From an optimization exercise on the open Yosys and OpenROAD flow, aimed at small area, a short achievable clock period and few clock cycles; shortcuts taken in it are not production practice.
In this exercise RTL edits were held to simulation tests only and were not proved equivalent to the original.
Power is estimated from default activity; no workload was simulated.

==> design/flow/design.v <==
module dcache_ctrl (
    input  logic         clk_i,
    input  logic         rst_i,
    input  logic         cpu_req_i,
    input  logic         cpu_we_i,
    input  logic [31:0]  cpu_addr_i,
    input  logic [31:0]  cpu_data_i,
    output logic [31:0]  cpu_data_o,
    output logic         cpu_stall_o,
    output logic         mem_req_o,
    output logic         mem_we_o,
    output logic [31:0]  mem_addr_o,
    output logic [255:0] mem_data_o,
    input  logic [255:0] mem_data_i,
    input  logic         mem_ack_i
);
    typedef enum logic [1:0] {ST_IDLE, ST_DONE, ST_WB, ST_RF} state_t;
    state_t       state_reg;
    logic         stall_reg, mreq_reg, mwe_reg, we_reg, from_rf_reg, rot_reg;
    logic [26:0]  maddr_reg;
    logic [255:0] mdata_reg;
    logic [31:0]  dout_reg;
    logic [15:0]  set_oh_reg;
    logic [7:0]   word_oh_reg;
    logic [15:0]  valid_reg, dirty_reg;
    logic [22:0]  tag_slot [16];
    logic [255:0] slot_mem [16];
    logic [2:0]   req_word;
    logic [3:0]   req_index, req_slot;
    logic [22:0]  req_tag;
    logic [1:0]   unused_addr_bits;
    logic [22:0]  set_tag;
    logic [255:0] set_line;
    logic         set_valid, set_dirty, hit, store_now;
    logic [15:0]  tag_eq;
    logic         in_idle, in_done, in_wb, in_rf;
    logic [7:0]   cpu_word_sel;
    logic [255:0] wdata;
    logic [7:0]   wen [8];
    assign req_word         = cpu_addr_i[4:2];
    assign req_index        = cpu_addr_i[8:5];
    assign req_tag          = cpu_addr_i[31:9];
    assign unused_addr_bits = cpu_addr_i[1:0];
    assign req_slot         = {req_index[3:1], req_index[0] ^ rot_reg};
    assign set_tag   = tag_slot[req_slot];
    assign set_line  = slot_mem[req_slot];
    assign set_valid = valid_reg[req_index];
    assign set_dirty = dirty_reg[req_index];
    always_comb begin
        for (int k = 0; k < 16; k++) begin
            tag_eq[k] = (tag_slot[k] == req_tag);
        end
    end
    assign hit       = set_valid & tag_eq[req_slot];
    assign in_idle = (state_reg == ST_IDLE);
    assign in_done = (state_reg == ST_DONE);
    assign in_wb   = (state_reg == ST_WB);
    assign in_rf   = (state_reg == ST_RF);
    assign cpu_stall_o = stall_reg;
    assign cpu_data_o  = dout_reg;
    assign mem_req_o   = mreq_reg;
    assign mem_we_o    = mwe_reg;
    assign mem_addr_o  = {maddr_reg, 5'b0};
    assign mem_data_o  = mdata_reg;
    always_ff @(posedge clk_i) begin
        if (rst_i) begin
            state_reg <= ST_IDLE;
            stall_reg <= 1'b1;
            mreq_reg  <= 1'b0;
            rot_reg   <= 1'b0;
        end else begin
            rot_reg <= ~rot_reg;
            case (state_reg)
                ST_IDLE: begin
                    if (cpu_req_i) begin
                        if (hit) begin
                            state_reg <= ST_DONE;
                            stall_reg <= 1'b0;
                        end else begin
                            state_reg <= (set_valid & set_dirty) ? ST_WB : ST_RF;
                            mreq_reg  <= 1'b1;
                        end
                    end
                end
                ST_DONE: begin
                    state_reg <= ST_IDLE;
                    stall_reg <= 1'b1;
                end
                ST_WB: begin
                    if (mem_ack_i) state_reg <= ST_RF;
                end
                ST_RF: begin
                    if (mem_ack_i) begin
                        state_reg <= ST_DONE;
                        stall_reg <= 1'b0;
                        mreq_reg  <= 1'b0;
                    end
                end
            endcase
        end
    end
    always_ff @(posedge clk_i) begin
        if (in_idle) begin
            mdata_reg <= set_line;
        end else if (in_rf) begin
            mdata_reg <= mem_data_i;
        end
        dout_reg  <= in_rf ? mem_data_i[req_word*32 +: 32] : set_line[req_word*32 +: 32];
        if (in_idle) begin
            mwe_reg     <= set_valid & set_dirty;
            maddr_reg   <= {(set_valid & set_dirty) ? set_tag : req_tag, req_index};
            we_reg      <= cpu_we_i;
            set_oh_reg  <= 16'b1 << req_index;
            word_oh_reg <= 8'b1 << req_word;
        end
        if (in_wb && mem_ack_i) begin
            mwe_reg   <= 1'b0;
            maddr_reg <= {req_tag, req_index};
        end
        from_rf_reg <= in_rf;
    end
    assign store_now = in_idle & cpu_req_i & cpu_we_i;
    always_comb begin
        for (int w = 0; w < 8; w++) begin
            cpu_word_sel[w]   = in_idle | (we_reg & word_oh_reg[w]);
            wdata[w*32 +: 32] = cpu_word_sel[w] ? cpu_data_i :
                                in_rf ? mem_data_i[w*32 +: 32] : mdata_reg[w*32 +: 32];
        end
        for (int p = 0; p < 8; p++) begin
            for (int w = 0; w < 8; w++) begin
                wen[p][w] = (store_now && req_index == {3'(p), ~rot_reg} && req_word == 3'(w)) ||
                            (set_oh_reg[{3'(p), ~rot_reg}] &&
                             (in_rf || (in_done && (from_rf_reg || (we_reg && word_oh_reg[w])))));
            end
        end
    end
    genvar gp, gw;
    generate
        for (gp = 0; gp < 8; gp++) begin : g_pair
            for (gw = 0; gw < 8; gw++) begin : g_word
                always_ff @(posedge clk_i) begin
                    slot_mem[2*gp+1][gw*32 +: 32] <= slot_mem[2*gp][gw*32 +: 32];
                    slot_mem[2*gp][gw*32 +: 32]   <= wen[gp][gw] ? wdata[gw*32 +: 32] :
                                                     slot_mem[2*gp+1][gw*32 +: 32];
                end
            end
        end
    endgenerate
    generate
        for (gp = 0; gp < 8; gp++) begin : g_tag_pair
            always_ff @(posedge clk_i) begin
                tag_slot[2*gp+1] <= tag_slot[2*gp];
                tag_slot[2*gp]   <= (set_oh_reg[{3'(gp), ~rot_reg}] && (in_rf || (in_done && from_rf_reg))) ?
                                    req_tag : tag_slot[2*gp+1];
            end
        end
    endgenerate
    always_ff @(posedge clk_i) begin
        if (rst_i) begin
            valid_reg <= '0;
            dirty_reg <= '0;
        end else begin
            for (int s = 0; s < 16; s++) begin
                if (set_oh_reg[s] && in_rf && mem_ack_i) begin
                    valid_reg[s] <= 1'b1;
                    dirty_reg[s] <= 1'b0;
                end
                if (set_oh_reg[s] && in_done && we_reg) begin
                    dirty_reg[s] <= 1'b1;
                end
            end
        end
    end
endmodule
==> design/flow/flow/run.sh <==
#!/bin/bash
set -uo pipefail
CTS_MARGIN=5.5
run() {  # run LOG TARGET [margin]
  local log=$1 target=$2 script=standard.sh
  if [[ $# -gt 2 ]]; then
    sed "s/ \"\\\${@:-finish}\"\$/ SETUP_SLACK_MARGIN=$3 \"\${@:-finish}\"/" standard.sh > margin_standard.sh
    if ! grep -q "SETUP_SLACK_MARGIN=$3 " margin_standard.sh; then
      echo "could not add the margin to standard.sh" >&2
      exit 1
    fi
    script=margin_standard.sh
  fi
  bash $script $target > $log 2>&1
  local status=$?
  if [[ $status -ne 0 ]]; then
    tail -40 $log
    exit $status
  fi
}
run flow_place.log place
run flow_cts.log cts $CTS_MARGIN
run flow_finish.log finish
tail -20 flow_finish.log
==> design/flow/standard.sh <==
#!/bin/bash
# synth_recipe.tcl (not shown) runs the flow's synth.tcl, then flattens the netlist and writes it again
# the make line also repeats each setting of config.mk as NAME=value (left out here)
make -C /OpenROAD-flow-scripts/flow DESIGN_CONFIG=/design/flow/config.mk WORK_HOME=/design/flow/orfs CLKGATE_MAP_FILE= SYNTH_SCRIPT=/design/flow/synth_recipe.tcl "${@:-finish}"
==> design/flow/config.mk <==
export PLATFORM = sky130hd
export DESIGN_NAME = dcache_ctrl
export DESIGN_NICKNAME = dcache_ctrl
export VERILOG_FILES = /design/flow/design.v
export SDC_FILE = /design/flow/constraint.sdc
export NUM_CORES = 4
export LEC_CHECK = 0
export CAP_MARGIN = 20
export CORE_MARGIN = 2
export CORE_UTILIZATION = 55
export SLEW_MARGIN = 20
==> design/flow/constraint.sdc <==
create_clock -name core_clock -period 10.0 [get_ports {clk_i}]
set_input_delay 2.0000 -clock core_clock [delete_from_list [all_inputs] [get_ports {clk_i}]]
set_output_delay 2.0000 -clock core_clock [all_outputs]
set_load 0.01 [all_outputs]
==> flow_metrics.env, run 1 <==
export IMPL_gr_total_overflow=0
export IMPL_core_area_mm2=0.3033
export IMPL_ant_nets=0
export IMPL_r2r_cells=11
export IMPL_syn_area_mm2=0.1679
export IMPL_hold_end="slot_mem[13][159]$_DFF_P_"
export IMPL_worstPathRequired_ns=10.86
export IMPL_synth_cell_types=62
export IMPL_finalHoldViolations=0
export IMPL_cp_start_kind="primary input"
export IMPL_numClockSinks=4843
export IMPL_critPathMaxFanout=64
export IMPL_arrival_ns=5.66
export IMPL_p_comb_share_pct=26.3
export IMPL_path_common_cell="buf_12"
export IMPL_wl_um=735100
export IMPL_powerDensity_mw_per_mm2=367.6
export IMPL_grt_pass1_wl_um=1017000
export IMPL_status="complete, no violations"
export IMPL_die_area_mm2=0.3097
export IMPL_finalSetupViolCount=0
export IMPL_power_frac_seq_pct=47.8
export IMPL_hold_class="flip-flop to flip-flop"
export IMPL_start_util_pct=55.36
export IMPL_async_flop_share_pct=0
export IMPL_swShare_pct=36.11
export IMPL_cellLeakagePower_nw=77.63
export IMPL_ys_seq_elements=4843
export IMPL_grtUsageMet1_pct=58.89
export IMPL_drv_cap=0
export IMPL_vias=142700
export IMPL_clock_skew_ns=0.07414
export IMPL_synthCells=16530
export IMPL_grtUsageTotal_pct=45.74
export IMPL_worstHoldStart="slot_mem[12][159]$_DFF_P_"
export IMPL_pwr_share_clk_pct=25.9
export IMPL_synthFlopType="dfxtp_1"
export IMPL_syn2layout_area_growth_pct=18.03
export IMPL_r2r_setup_slack_ns=5.35
export IMPL_critPathTopFamily="simple AND/OR/NAND/NOR gates"
export IMPL_cts_buffers=476
export IMPL_antenna_found_initial=79
export IMPL_worstReg2RegEnd="slot_mem[6][251]$_DFF_P_"
export IMPL_synth_enable_flop_cells=308
export IMPL_finalSetupTns_ns=0
export IMPL_drt_iter0_drc=21790
export IMPL_fin_ws_ns=5.195
export IMPL_ys_seq_area_share_pct=59.58
export IMPL_hold_ws_ns=0.2948
export IMPL_cp_cell_sequence="buf_16 > xor2_4 > buf_12 > buf_12 > buf_12 > nand2_1 > nor3_1 > buf_4 > a22oi_2 > buf_4 > nand2_1 > o21ai_0"
export IMPL_clk_pin_slew_worst_paths_ns=0.07
export IMPL_fin_crit_sh_pct=48.05
export IMPL_first_pass_iters=6
export IMPL_cts_tree="done"
export IMPL_clockBufferDepth=4
export IMPL_post_place_ws_ns=2.369
export IMPL_worstMarginPinSlew_ns=1.259
export IMPL_ios=648
export IMPL_rows=202
export IMPL_drv_slew=0
export IMPL_drive_above_1_share_pct=11.70
export IMPL_max_freq_ghz=0.2081
export IMPL_met3_usage_pct=13.24
export IMPL_grt_pass1_vias=136200
export IMPL_cts_root_buf="clkbuf_16"
export IMPL_via_per_inst=6.707
export IMPL_crit_path_end_kind="flip-flop"
export IMPL_rsz0062_at_grt="no"
export IMPL_largest_reg_flops=4096
export IMPL_grt_busiest_layer="met2"
export IMPL_intPower_mw=46.53
export IMPL_grt_met2_usage_pct=66.10
export IMPL_yosys_warnings=4
export IMPL_grt_max_degree=108
export IMPL_finalCriticalPeriod_ns=4.805
export IMPL_cts_max_level=5
export IMPL_drc=0
export IMPL_routedWlPerCell_um=34.54
export IMPL_irDropWorstVdd_uv=225.2
export IMPL_fillCellCount=23880
export IMPL_nets=17160
export IMPL_clk_latency_ns=1.05
export IMPL_die_w_um=556.5
export IMPL_max_stage_delay_ns=1.04
export IMPL_switching_power_mw=26.31
export IMPL_setup_worst_path_class="primary input to flip-flop"
export IMPL_synth_avg_cell_area_um2=10.16
export IMPL_hold_depth=0
export IMPL_critPathSlowestCell="nor3_1"
export IMPL_slew_headroom_pct=16.07
export IMPL_gp_congestion=0.9680
export IMPL_dpl_hpwl_um=423000
export IMPL_io_buffers=640
export IMPL_cp_buffers_inverters=6
export IMPL_regToRegStartpoint="rot_reg$_SDFF_PP0_"
export IMPL_die_h_um=556.5
## worst reg2reg max path, cell delays in order (launching register included)
cell	delay [ns]
dfxtp_1	0.92
xor2_4	0.36
buf_12	0.15
buf_12	0.11
buf_12	0.10
nand2_1	0.51
nor3_1	1.04
buf_4	0.31
a22oi_2	0.07
buf_4	0.44
nand2_1	0.32
o21ai_0	0.11
## cells in the mapped netlist, types with 50 or more instances
cell type     n  area share, %
nand2_1    3058            6.8
xnor2_1     204            1.1
inv_1        91           0.20
o22ai_1      50           0.19
a221oi_1    143           0.75
buf_2       212           0.63
dfxtp_1    4535             54
o21ai_1     248           0.74
edfxtp_1    308            5.5
xor2_1      164           0.86
nor4_1      104           0.39
o21ai_0    2074            6.2
nand4_1     381            1.4
mux4_2       73           0.98
clkbuf_1    815            1.8
mux2_2      454            3.0
a22oi_1    1521            6.8
nand3_1     253           0.75
nor2_1      185           0.41
mux2i_1     338            2.0
o2111a_1     74           0.50
a22o_1      165           0.86
buf_1       262           0.59
o32a_1      165           0.98
a21oi_1     331           0.99
## final cells by class
class / count / area (um2) / share of cell area (%)
multi-input cells: 10300 / 63850 / 32.22
inverters: 94 / 367.9 / 0.1856
clock inverters: 158 / 1954 / 0.9862
well taps: 3978 / 4977 / 2.512
diodes: 62 / 155.1 / 0.07829
flip-flops and latches: 4843 / 100000 / 50.48
clock buffers: 731 / 14580 / 7.360
repair buffers: 1115 / 12240 / 6.174
## how the worst max path moves through the flow
stage | from | end | slack [ns] | cells past startpoint
after floorplan | state_reg[0]$_SDFFE_PP0P_ | mdata_reg[0]$_DFFE_PP_ | 3.74 | 3
after global placement | cpu_addr_i[5] | dout_reg[22]$_DFF_P_ | 2.34 | 12
after detailed placement | cpu_addr_i[5] | dout_reg[22]$_DFF_P_ | 2.37 | 12
after CTS | cpu_addr_i[8] | dout_reg[13]$_DFF_P_ | 5.44 | 14
after global routing | cpu_addr_i[5] | slot_mem[6][250]$_DFF_P_ | 5.20 | 12
final | cpu_addr_i[5] | slot_mem[6][251]$_DFF_P_ | 5.19 | 12
## power groups by stage
stage / Sequential, mW / Combinational [mW] / Clock (mW)
6_report: 34.8 / 19.1 / 18.9
5_1_grt: 35.4 / 20.3 / 19.6
4_1_cts: 34.4 / 18.6 / 18.8
3_5_place_dp: 34.7 / 18.1 / 0
3_3_place_gp: 34.2 / 17.7 / 0
2_1_floorplan: 33.2 / 10.3 / 0
## metal layers
metal / up-vias / part of all wire, %
met1: 69660 / 38
li1: 60140 / -
met2: 10440 / 42
met3: 2398 / 13
met5: - / 0.085
met4: 86 / 7.8
## kinds of logic (layout without fill, tap and decap cells)
kind of cell,Yosys count,count (layout),synth area share (%)
AO/OA/AOI/OAI,4935,4935,18.76
XOR/XNOR,370,370,1.952
adder cells (fa/ha/maj),4,4,0.02981
buffers and inverters,1392,2098,3.295
flip-flops,4843,4843,59.58
multiplexers,865,865,6.039
other,1,67,0.002234
AND/OR/NAND/NOR,4116,4120,10.34
## timing repair
action,in CTS,in global routing
endpoints found under the setup margin,2386,0
hold buffers,0,0
gates resized for setup,341,0
buffers inserted,91,0
## cells in the final DEF, fill, tap and decap left out, types with 189 or more instances in the layout
| cell type | n |
|---|---|
| clkbuf_16 | 503 |
| clkdlybuf4s50_1 | 620 |
| buf_4 | 303 |
| o21ai_0 | 2073 |
| xnor2_1 | 189 |
| edfxtp_1 | 308 |
| nand3_1 | 242 |
| nand4_1 | 381 |
| dfxtp_1 | 4535 |
| mux2_2 | 454 |
| nand2_1 | 3042 |
| a22oi_1 | 1456 |
| o21ai_1 | 249 |
| a21oi_1 | 315 |
| mux2i_1 | 330 |
## metrics by stage
stage | instance area (um2) | utilization (%) | power (mW) | instances
global placement | 177900 | 58.67 | 51.89 | 20200
CTS | 198000 | 65.28 | 71.81 | 21220
floorplan | 167900 | - | 43.50 | 16530
finish | 198200 | 65.34 | 72.84 | 21280
detailed placement | 178000 | 58.68 | 52.78 | 20200
global route | 198100 | 65.30 | 75.33 | 21240
Testbench counts, summed over its fixed seeds: cycles 68,348.
==> inputs of run 2 (changes only) <==
==> design/flow/run.sh (new file) <==
#!/bin/bash
# synth_recipe.tcl (not shown) runs the flow's synth.tcl, then flattens the netlist and writes it again
# the make line also repeats each setting of config.mk as NAME=value (left out here)
make -C /OpenROAD-flow-scripts/flow DESIGN_CONFIG=/design/flow/config.mk WORK_HOME=/design/flow/orfs CLKGATE_MAP_FILE= SYNTH_SCRIPT=/design/flow/synth_recipe.tcl finish
--- a/design/flow/config.mk
+++ b/design/flow/config.mk
@@ -8,4 +8,5 @@
 export CAP_MARGIN = 20
 export CORE_MARGIN = 2
 export CORE_UTILIZATION = 55
+export SETUP_SLACK_MARGIN = 5
 export SLEW_MARGIN = 20
removed: design/flow/flow/run.sh
removed: design/flow/standard.sh
==> run 2 against run 1 <==
Non-clock buffer count is 92 lower; via count shrank 0.67%; critical endpoint is now dout_reg[7]$_DFF_P_; fmax decreased by 8.5%; clock power hardly changed; highest routed layer unchanged; sequential share of layout area increased by 0.63 points; still clean.
==> flow_metrics.env, run 2 <==
export IMPL_status="complete, no violations"
export IMPL_gr_total_overflow=0
export IMPL_post_route_util_pct=64.53
export IMPL_worstPathRequired_ns=10.89
export IMPL_finalSetupTns_ns=0
export IMPL_clock_skew_ns=0.04845
export IMPL_grt_pass1_vias=136100
export IMPL_worstMarginPinSlew_ns=1.263
export IMPL_dpl_hpwl_um=423200
export IMPL_yosys_warnings=4
export IMPL_final_cell_mix="4535 x dfxtp_1, 3046 x nand2_1, 2073 x o21ai_0"
export IMPL_rsz0062_at_grt="yes"
export IMPL_cp_start_kind="primary input"
export IMPL_routedWlPerCell_um=33.93
export IMPL_slew_headroom_pct=15.83
export IMPL_ys_seq_area_share_pct=59.58
export IMPL_via_per_inst=6.683
export IMPL_drv_cap=0
export IMPL_synth_most_common_cell="dfxtp_1"
export IMPL_grt_max_degree=120
export IMPL_ant_nets=0
export IMPL_finalSetupViolCount=0
export IMPL_vias=141800
export IMPL_max_freq_ghz=0.1905
export IMPL_intPower_mw=46.27
export IMPL_arrival_ns=6.14
export IMPL_powerDensity_mw_per_mm2=370.3
export IMPL_async_flop_share_pct=0
export IMPL_die_area_mm2=0.3097
export IMPL_cp_cell_sequence="clkdlybuf4s15_2 > buf_6 > nor2b_4 > buf_12 > nand3_2 > buf_8 > o2111a_1 > nand3_1 > o32a_1 > mux4_2 > mux2i_4 > nand2_1 > o31a_1"
export IMPL_finalHoldViolations=0
export IMPL_wl_um=719700
export IMPL_synthCells=16530
export IMPL_start_util_pct=55.36
export IMPL_first_pass_iters=7
export IMPL_final_common_cell="dfxtp_1"
export IMPL_worstHoldStart="slot_mem[14][253]$_DFF_P_"
export IMPL_r2r_cells=10
export IMPL_hold_end="slot_mem[15][253]$_DFF_P_"
export IMPL_synth_avg_cell_area_um2=10.16
export IMPL_p_comb_share_pct=26.2
export IMPL_max_stage_delay_ns=0.61
export IMPL_synth_cell_types=62
export IMPL_clockBufferDepth=4
export IMPL_ios=648
export IMPL_cts_tree="done"
export IMPL_swShare_pct=36.14
export IMPL_stdcell_count=21210
export IMPL_ys_seq_elements=4843
export IMPL_grt_pass1_wl_um=1003000
export IMPL_switching_power_mw=26.19
export IMPL_setup_worst_path_class="primary input to flip-flop"
export IMPL_largest_reg_flops=4096
export IMPL_synth_area_leaders="dfxtp_1 54%, nand2_1 6.8%, a22oi_1 6.8%"
export IMPL_synthTopCellsByCount="4535 x dfxtp_1, 3058 x nand2_1, 2074 x o21ai_0"
export IMPL_drc=0
export IMPL_hold_class="flip-flop to flip-flop"
export IMPL_antenna_found_initial=77
export IMPL_drv_slew=0
export IMPL_critPathSlowestCell="mux4_2"
export IMPL_grtUsageTotal_pct=44.87
export IMPL_irDropWorstVdd_uv=291.5
export IMPL_hold_ws_ns=0.3320
export IMPL_rows=202
export IMPL_gp_congestion=0.9732
export IMPL_core_area_mm2=0.3033
export IMPL_pwr_share_clk_pct=25.7
export IMPL_syn2layout_area_growth_pct=16.57
export IMPL_clk_latency_ns=1.01
export IMPL_drive_above_1_share_pct=11.08
export IMPL_synth_top_area_share_pct=54.07
export IMPL_hold_depth=0
export IMPL_cts_root_buf="clkbuf_16"
export IMPL_placed_cells=20200
export IMPL_die_h_um=556.5
export IMPL_io_buffers=640
export IMPL_regToRegStartpoint="state_reg[0]$_SDFFE_PP0P_"
export IMPL_power_frac_seq_pct=48.1
export IMPL_nets=17060
export IMPL_synthFlopType="dfxtp_1"
export IMPL_drt_iter0_drc=20800
export IMPL_crit_path_end_kind="flip-flop"
export IMPL_cts_max_level=5
export IMPL_finalCriticalPeriod_ns=5.249
export IMPL_cellLeakagePower_nw=76.49
export IMPL_fillCellCount=24210
export IMPL_cts_hold_buffers=0
export IMPL_die_w_um=556.5
export IMPL_clk_pin_slew_worst_paths_ns=0.07
export IMPL_fin_crit_sh_pct=52.49
export IMPL_synth_enable_flop_cells=308
export IMPL_critPathMaxFanout=79
export IMPL_syn_area_mm2=0.1679
export IMPL_synth_largest_area_cell="dfxtp_1"
export IMPL_worstReg2RegEnd="slot_mem[0][75]$_DFF_P_"
export IMPL_numClockSinks=4843
export IMPL_cts_buffers=475
export IMPL_r2r_setup_slack_ns=5.18
==> run 2: layer usage <==
| layer | up-vias | track usage [%] | share of wire [%] |
|---|---|---|---|
| met5 | - | 0 | 0.063 |
| met4 | 70 | 31.06 | 7.8 |
| met3 | 2303 | 12.65 | 13 |
| met2 | 10170 | 65.47 | 42 |
| met1 | 69320 | 57.41 | 38 |
| li1 | 59900 | - | - |
==> run 2: power groups by stage <==
stage | Sequential, mW | Clock [mW] | Combinational [mW]
4_1_cts | 34.4 | 18.6 | 18.4
6_report | 34.8 | 18.7 | 19.0
3_3_place_gp | 34.2 | 0 | 17.8
3_5_place_dp | 34.7 | 0 | 18.2
5_1_grt | 35.5 | 19.4 | 20.2
2_1_floorplan | 33.1 | 0 | 10.3
==> run 2: stage by stage <==
stage	area [um2]	power (mW)	setup slack (ns)
3_5_place_dp	177900	52.87	2.339
2_1_floorplan	167900	43.44	5.065
4_1_cts	195300	71.48	4.942
6_report	195700	72.47	4.751
3_3_place_gp	177900	52.00	2.290
5_1_grt	195600	75.03	4.861
==> run 2: critical path: cells and delay by family <==
family / cells / cell delay (ns)
AOI/OAI and AO/OA: 3 / 0.86
buffers and inverters: 4 / 1.17
muxes: 2 / 1.10
and+or+nand+nor: 4 / 0.74
==> run 2: worst max-delay path by stage <==
stage	start	end	slack, ns	cells after the start
6_report	cpu_addr_i[8]	dout_reg[7]$_DFF_P_	4.75	13
5_1_grt	cpu_addr_i[31]	state_reg[0]$_SDFFE_PP0P_	4.86	11
4_1_cts	cpu_addr_i[6]	dout_reg[18]$_DFF_P_	4.94	13
3_5_place_dp	cpu_addr_i[8]	dout_reg[25]$_DFF_P_	2.34	12
3_3_place_gp	cpu_addr_i[8]	dout_reg[25]$_DFF_P_	2.29	12
2_1_floorplan	state_reg[0]$_SDFFE_PP0P_	mdata_reg[0]$_DFFE_PP_	5.06	3
==> run 2: cells by family after synthesis <==
| group | synth area share [%] |
|---|---|
| AOI/OAI and AO/OA | 18.76 |
| DFF | 59.58 |
| and+or+nand+nor | 10.34 |
| buffers and inverters | 3.295 |
| muxes | 6.039 |
| xor gates and xnor gates | 1.952 |
| adders and majority gates | 0.02981 |
| other | 0.002234 |
==> run 2: layout make-up <==
cell class                 instances  area [um2]  area share [%]
tap                             3978        4977           2.543
clock inverter                   155        1614          0.8247
clock buffer                     740       14800           7.561
multi-input combinational      10300       63440           32.41
antenna                           83       207.7          0.1061
inverter                          94       370.4          0.1892
timing repair buffer            1023       10280           5.252
sequential                      4843      100000           51.11
==> run 2: what timing repair did <==
item,in CTS,in global routing
resized for setup,136,35
setup endpoints to repair,1925,126
cloned,10,1
setup buffers,18,3
pin swaps,13,3

[afterwards: timing with drivers on the ports]
The results above use ideal ports. As a check the final layouts listed here were re-extracted and re-timed, cells and wires unchanged. Step 1: set_driving_cell puts a clkbuf_16 on clk_i and a buf_2 on each other input, an assumption about the parent block. Step 2 also shifts input and output timing later by t, the mid clock arrival at the registers, as if the neighbouring blocks saw the same clock. a / b / c = ideal / step 1 / step 2; a / b = the first two.
run	shift t [ns]	setup slack, ns	clock arrival spread, ns	pins driven straight from the clock port
run 1	1.127	5.195 / 5.066 / 3.939	0.075 / 0.074	1
run 2	1.108	4.751 / 4.841 / 3.733	0.050 / 0.050	1
After both steps setup and hold are still met in every run listed. For run 1, which loses most, drivers alone change the setup slack by -0.129 ns; drivers and shift together by -1.256 ns.
